Source: an optimization exercise on an open RTL-to-GDS flow (aim: a short achievable clock period and few clock cycles per item). Production flows keep margins and buffers that such runs may drop.
Only simulation tests tie the RTL to the original design; equivalence was not proved.
The flow treats the clock pin as an ideal source. Dropping or thinning the clock tree relies on that and would not hold on a real chip.
Power figures rest on the tool's default switching activity, not on a simulated workload.

==> amber: inputs <==
==> flow/design.v (excerpt) <==
module mips_core (
	input  logic                  clk,
	input  logic                  reset,
	input  logic [32-1:0] instr_in,
	input  logic [32-1:0] data_in,
	output logic [32-1:0] instr_addr,
	output logic [32-1:0] data_addr,
	output logic [32-1:0] data_out,
	output logic                  data_rd_wr
);
export LEC_CHECK = 0
export ABC_CLOCK_PERIOD_IN_PS = 100
export CAP_MARGIN = 20
export CELL_PAD_IN_SITES_DETAIL_PLACEMENT = 1
export CELL_PAD_IN_SITES_GLOBAL_PLACEMENT = 1
export CORE_MARGIN = 2
export CORE_UTILIZATION = 40
export SETUP_SLACK_MARGIN = 2.75
export SLEW_MARGIN = 20
export SYNTH_HIERARCHICAL = 1
export SYNTH_MINIMUM_KEEP_SIZE = 0
export TNS_END_PERCENT = 100
create_clock -name core_clock -period 5.0 [get_ports {clk}]
standard.sh (not shown) runs the stock make flow with config.mk's settings and CLKGATE_MAP_FILE= SYNTH_SCRIPT=/design/flow/synth_recipe.tcl, a recipe that flattens the netlist after the stock synthesis.
==> flow/flow/run.sh <==
#!/bin/bash
# Standard layout with these changes:
#  - ports get buf_8 buffers (not the smallest buffer, a delay cell);
#  - the resizer may swap a cell for any cell of the same function (not only
#    one of the same footprint);
#  - a222oi, which the library has in one weak size only, is not used, so
#    that the resizer can size every gate of the mapped netlist;
#  - timing repair does not clone gates (a clone can be left driving a net
#    too heavy for it, a slew violation);
#  - sink clusters of at most 24 registers, no dummy loads for balancing;
set -euo pipefail
here=$(pwd)
export POST_CTS_TCL=$here/flow/post_cts.tcl
# the platform's own don't-use list, plus a222oi; given on make's command
# line, as ORFS passes only those on to its per-step makes
base_du=$(make -s -C "$FLOW_HOME" DESIGN_CONFIG=$here/config.mk WORK_HOME=$here/orfs \
  print-DONT_USE_CELLS 2> $here/print_dont_use.log | sed -n 's/^DONT_USE_CELLS: //p')
[[ -n "$base_du" ]] || { echo "no DONT_USE_CELLS from the platform" >&2; exit 1; }
du="$base_du sky130_fd_sc_hd__a222oi_1"
export CTS_ARGS="-sink_clustering_enable -repair_clock_nets -sink_clustering_size 24 -sink_clustering_max_diameter 80 -dont_use_dummy_load"
bash standard.sh MATCH_CELL_FOOTPRINT=0 SKIP_GATE_CLONING=1 "BUFFER_PORTS_ARGS=-buffer_cell sky130_fd_sc_hd__buf_8" \
  "DONT_USE_CELLS=$du" finish > $here/standard_flow.log 2>&1
Other scripts of this flow, unchanged in this note and not shown: flow/flow/post_cts.tcl
==> inputs of onyx, as changes to amber <==
--- a/flow/design.v
+++ b/flow/design.v
@@ -212,23 +212,21 @@
 	logic [31:1] w_oh;	 
 	logic [4:0]  w_dest;
 	logic        w2_wen, w3_wen;	 
 	logic [4:0]  w2_dest, w3_dest;
 	logic [31:0] w2_val, w3_val;
 	logic [15:0] w_hi, w_hi_n;	 
 	logic [31:0] w_val;	 
-	always_ff @(posedge clk) begin
-		if (reset) begin
-			for (int i = 1; i < 32; i++)
-				rf[i] <= (i == 29) ? 32'h8012_0000 : 32'd0;
-		end else if (w_wen) begin
-			for (int i = 1; i < 32; i++)
-				if (w_oh[i])
-					rf[i] <= w_val;
-		end
+	logic rf_rst;
+	always_ff @(posedge clk)
+		rf_rst <= reset;
+	always_ff @(posedge clk) begin
+		for (int i = 1; i < 32; i++)
+			if (w_oh[i])
+				rf[i] <= rf_rst ? ((i == 29) ? 32'h8012_0000 : 32'd0) : w_val;
 	end
 	logic h1_rs, h1_rt, h2_rs, h2_rt, h3_rs, h3_rt, h4_rs, h4_rt, h5_rs, h5_rt;
 	assign h1_rs = x1_wen && (x1_dest == rs);
 	assign h1_rt = x1_wen && (x1_dest == rt);
 	assign h2_rs = x2_wen && (x2_dest == rs);
 	assign h2_rt = x2_wen && (x2_dest == rt);
 	assign h3_rs = w_wen && (w_dest == rs);
@@ -345,15 +343,20 @@
 	logic        o_or_c, o_and_c;
 	assign o_or_c  = o_lo[0] | x1_cin;
 	assign o_and_c = o_lo[0] & x1_cin;
 	assign gc_dp = {din_lo[15:1] & o_lo[15:1], din_lo[0] ? o_or_c : o_and_c};
 	assign gc_dn = {~din_lo[15:1] & o_lo[15:1], din_lo[0] ? o_and_c : o_or_c};
 	mips_ks16 ks_dp (.p(din_lo ^ o_lo), .g(gc_dp), .cin(x1_cin), .s(dp_sum));
 	mips_ks16 ks_dn (.p(~din_lo ^ o_lo), .g(gc_dn), .cin(x1_cin), .s(dn_sum));
-	assign lo_sum = ({17{x1_nrm}} & nrm_sum) | ({17{x1_dp}} & dp_sum) | ({17{x1_dn}} & dn_sum);
+	logic [16:0] din_sum, lo_sum_n;
+	assign din_sum = ({17{x1_dp}} & dp_sum) | ({17{x1_dn}} & dn_sum);
+	for (genvar i = 0; i < 17; i++) begin : join_lo
+		mips_ao21 u_p (.a(nrm_sum[i]), .b(x1_nrm), .c(din_sum[i]), .y(lo_sum[i]));
+		mips_aoi21 u_n (.a(nrm_sum[i]), .b(x1_nrm), .c(din_sum[i]), .y(lo_sum_n[i]));
+	end
 	logic [15:0] a_hi_x1, b_hi_x1;
 	assign a_hi_x1 = x1_la ? data_in[31:16] : x1_a[31:16];
 	assign b_hi_x1 = ({16{x1_lb}} & data_in[31:16]) | ({16{x1_lbn}} & ~data_in[31:16]) |
 	                 ({16{x1_hb_ep}} & x1_b[31:16]) | ({16{x1_hb_en}} & x1_bn[31:16]);
 	logic [31:0] addr;
 	mips_agu agu (.base(x1_a), .imm(x1_b[15:0]), .addr(addr));
 	logic [31:0] sd;
@@ -376,15 +379,15 @@
 			x2_load <= x1_load;
 			x2_st_n <= !x1_store;
 		end
 	end
 	always_ff @(posedge clk) begin
 		x2_dest  <= x1_dest;
 		x2_lo    <= lo_sum[15:0];
-		x2_lo_n  <= ~lo_sum[15:0];
+		x2_lo_n  <= lo_sum_n[15:0];
 		x2_c     <= lo_sum[16];
 		x2_a_hi  <= a_hi_x1;
 		x2_b_hi  <= b_hi_x1;
 		x2_ha_1  <= x1_ha_1;
 		x2_ha_e  <= !x1_ha_1;
 		x2_hb_1  <= x1_hb_1;
 		x2_hb_1n <= x1_hb_1n;
@@ -405,14 +408,20 @@
 	assign gc_hi = {g_hi[15:1], g_hi[0] | (p_hi[0] & x2_c)};
 	mips_ks16 ks_hi (.p(p_hi), .g(gc_hi), .cin(x2_c), .s(hi_sum));
 	assign hi_res = {hi_sum[15:0], x2_lo};
 	logic [31:0] w_alu, w_ld;
 	logic        w_isld;
 	assign w_val = w_isld ? w_ld : w_alu;
 	always_ff @(posedge clk) begin
+		if (reset)
+			w_oh <= '1;
+		else
+			w_oh <= x2_wen ? onehot5(x2_dest) : '0;
+	end
+	always_ff @(posedge clk) begin
 		if (reset) begin
 			w_wen  <= 1'b0;
 			w2_wen <= 1'b0;
 			w3_wen <= 1'b0;
 		end else begin
 			w_wen  <= x2_wen;
 			w2_wen <= w_wen;
@@ -423,15 +432,14 @@
 		w_dest  <= x2_dest;
 		w2_dest <= w_dest;
 		w3_dest <= w2_dest;
 		w2_val  <= w_val;
 		w3_val  <= w2_val;
 	end
 	always_ff @(posedge clk) begin
-		w_oh   <= onehot5(x2_dest);
 		w_alu  <= hi_res;
 		w_ld   <= data_in;
 		w_isld <= x2_load;
 		w_hi   <= hi_sum[15:0];
 		w_hi_n <= ~hi_sum[15:0];
 	end
 endmodule
==> flow/flow/run.sh (replaced) <==
#!/bin/bash
# Standard layout with these changes:
#  - ports get buf_8 buffers (not the smallest buffer, a delay cell);
#  - the resizer may swap a cell for any cell of the same function (not only
#    one of the same footprint);
#  - a222oi, which the library has in one weak size only, is not used, so
#    that the resizer can size every gate of the mapped netlist;
#  - sink clusters of at most 24 registers, no dummy loads for balancing;
set -euo pipefail
here=$(pwd)
export POST_CTS_TCL=$here/flow/post_cts.tcl
# the platform's own don't-use list, plus a222oi; given on make's command
# line, as ORFS passes only those on to its per-step makes
base_du=$(make -s -C "$FLOW_HOME" DESIGN_CONFIG=$here/config.mk WORK_HOME=$here/orfs \
  print-DONT_USE_CELLS 2> $here/print_dont_use.log | sed -n 's/^DONT_USE_CELLS: //p')
[[ -n "$base_du" ]] || { echo "no DONT_USE_CELLS from the platform" >&2; exit 1; }
du="$base_du sky130_fd_sc_hd__a222oi_1"
export CTS_ARGS="-sink_clustering_enable -repair_clock_nets -sink_clustering_size 24 -sink_clustering_max_diameter 80 -dont_use_dummy_load"
bash standard.sh MATCH_CELL_FOOTPRINT=0 "BUFFER_PORTS_ARGS=-buffer_cell sky130_fd_sc_hd__buf_8" \
  "DONT_USE_CELLS=$du" finish > $here/standard_flow.log 2>&1
==> inputs of maple, as changes to amber <==
--- a/flow/design.v
+++ b/flow/design.v
@@ -212,23 +212,21 @@
 	logic [31:1] w_oh;	 
 	logic [4:0]  w_dest;
 	logic        w2_wen, w3_wen;	 
 	logic [4:0]  w2_dest, w3_dest;
 	logic [31:0] w2_val, w3_val;
 	logic [15:0] w_hi, w_hi_n;	 
 	logic [31:0] w_val;	 
-	always_ff @(posedge clk) begin
-		if (reset) begin
-			for (int i = 1; i < 32; i++)
-				rf[i] <= (i == 29) ? 32'h8012_0000 : 32'd0;
-		end else if (w_wen) begin
-			for (int i = 1; i < 32; i++)
-				if (w_oh[i])
-					rf[i] <= w_val;
-		end
+	logic rf_rst;
+	always_ff @(posedge clk)
+		rf_rst <= reset;
+	always_ff @(posedge clk) begin
+		for (int i = 1; i < 32; i++)
+			if (w_oh[i])
+				rf[i] <= rf_rst ? ((i == 29) ? 32'h8012_0000 : 32'd0) : w_val;
 	end
 	logic h1_rs, h1_rt, h2_rs, h2_rt, h3_rs, h3_rt, h4_rs, h4_rt, h5_rs, h5_rt;
 	assign h1_rs = x1_wen && (x1_dest == rs);
 	assign h1_rt = x1_wen && (x1_dest == rt);
 	assign h2_rs = x2_wen && (x2_dest == rs);
 	assign h2_rt = x2_wen && (x2_dest == rt);
 	assign h3_rs = w_wen && (w_dest == rs);
@@ -405,14 +403,20 @@
 	assign gc_hi = {g_hi[15:1], g_hi[0] | (p_hi[0] & x2_c)};
 	mips_ks16 ks_hi (.p(p_hi), .g(gc_hi), .cin(x2_c), .s(hi_sum));
 	assign hi_res = {hi_sum[15:0], x2_lo};
 	logic [31:0] w_alu, w_ld;
 	logic        w_isld;
 	assign w_val = w_isld ? w_ld : w_alu;
 	always_ff @(posedge clk) begin
+		if (reset)
+			w_oh <= '1;
+		else
+			w_oh <= x2_wen ? onehot5(x2_dest) : '0;
+	end
+	always_ff @(posedge clk) begin
 		if (reset) begin
 			w_wen  <= 1'b0;
 			w2_wen <= 1'b0;
 			w3_wen <= 1'b0;
 		end else begin
 			w_wen  <= x2_wen;
 			w2_wen <= w_wen;
@@ -423,15 +427,14 @@
 		w_dest  <= x2_dest;
 		w2_dest <= w_dest;
 		w3_dest <= w2_dest;
 		w2_val  <= w_val;
 		w3_val  <= w2_val;
 	end
 	always_ff @(posedge clk) begin
-		w_oh   <= onehot5(x2_dest);
 		w_alu  <= hi_res;
 		w_ld   <= data_in;
 		w_isld <= x2_load;
 		w_hi   <= hi_sum[15:0];
 		w_hi_n <= ~hi_sum[15:0];
 	end
 endmodule
==> flow/flow/run.sh (replaced) <==
#!/bin/bash
# Standard layout with these changes:
#  - ports get buf_8 buffers (not the smallest buffer, a delay cell);
#  - the resizer may swap a cell for any cell of the same function (not only
#    one of the same footprint);
#  - a222oi, which the library has in one weak size only, is not used, so
#    that the resizer can size every gate of the mapped netlist;
#  - sink clusters of at most 24 registers, no dummy loads for balancing;
set -euo pipefail
here=$(pwd)
export POST_CTS_TCL=$here/flow/post_cts.tcl
# the platform's own don't-use list, plus a222oi; given on make's command
# line, as ORFS passes only those on to its per-step makes
base_du=$(make -s -C "$FLOW_HOME" DESIGN_CONFIG=$here/config.mk WORK_HOME=$here/orfs \
  print-DONT_USE_CELLS 2> $here/print_dont_use.log | sed -n 's/^DONT_USE_CELLS: //p')
[[ -n "$base_du" ]] || { echo "no DONT_USE_CELLS from the platform" >&2; exit 1; }
du="$base_du sky130_fd_sc_hd__a222oi_1"
export CTS_ARGS="-sink_clustering_enable -repair_clock_nets -sink_clustering_size 24 -sink_clustering_max_diameter 80 -dont_use_dummy_load"
bash standard.sh MATCH_CELL_FOOTPRINT=0 "BUFFER_PORTS_ARGS=-buffer_cell sky130_fd_sc_hd__buf_8" \
  "DONT_USE_CELLS=$du" finish > $here/standard_flow.log 2>&1
==> comparison table <==
Result of the run: maple finished clean; amber finished clean; onyx finished clean
Placement-stage cell area: maple 79500 um^2; amber 81200 um^2; onyx 79400 um^2
Clock share of power: maple 27.1%; amber 36.4%; onyx 27.4%
Multi-input combinational cell area: maple 31600 um^2; amber 42800 um^2; onyx 31200 um^2
Hold Worst Slack: maple 348 ps; amber 372 ps; onyx 334 ps
Vert. Die Dim: maple 434 um; amber 441 um; onyx 433 um
Clock-cell share: maple 2.80%; amber 2.84%; onyx 2.90%
Number of nets in the finished design: maple 6737; amber 8902; onyx 6697
CP Data Required Time: maple 5500 ps; amber 5550 ps; onyx 5390 ps
Internal power: maple 22.3 mW; amber 18.4 mW; onyx 22.4 mW
Multi-input logic portion of the cell area: maple 33.7%; amber 43.4%; onyx 33.5%
Per-instance average area after synthesis: maple 12.0 um^2; amber 8.93 um^2; onyx 12.0 um^2
Flop pwr share: maple 58.3%; amber 57.7%; onyx 57.9%
Testbench counts of amber, summed over its fixed seeds: cycles 16,443, instrs 16,248.
Testbench counts of onyx, summed over its fixed seeds: cycles 16,443, instrs 16,248.
Testbench counts of maple, summed over its fixed seeds: cycles 16,443, instrs 16,248.

-- afterwards: timing with drivers on the ports --
Ports are ideal in the flow. The routed layouts listed here were re-timed in OpenROAD.
Step 1, drivers: a clkbuf_16 drives clk and a buf_2 each remaining input, both assumed.
Step 2 times the ports against the registers' clock, not the clock port: input delays grow and output delays shrink by t, the midpoint of the rising clock arrivals with the driver on.
Slacks: ideal ports / drivers / drivers and shift; pairs: ideal ports / drivers.
| run | t, ns | setup slack, ns | latest minus earliest clock arrival (ns) |
|---|---|---|---|
| amber | 0.866 | 2.022 / 2.022 / 2.017 | 0.131 / 0.131 |
| onyx | 0.814 | 2.415 / 2.415 / 2.035 | 0.121 / 0.122 |
| maple | 0.798 | 2.497 / 2.497 / 2.031 | 0.127 / 0.128 |
After both steps setup and hold are still met in every run listed. For maple, which loses most, drivers alone change the setup slack by 0.000 ns; drivers and shift together by -0.466 ns.
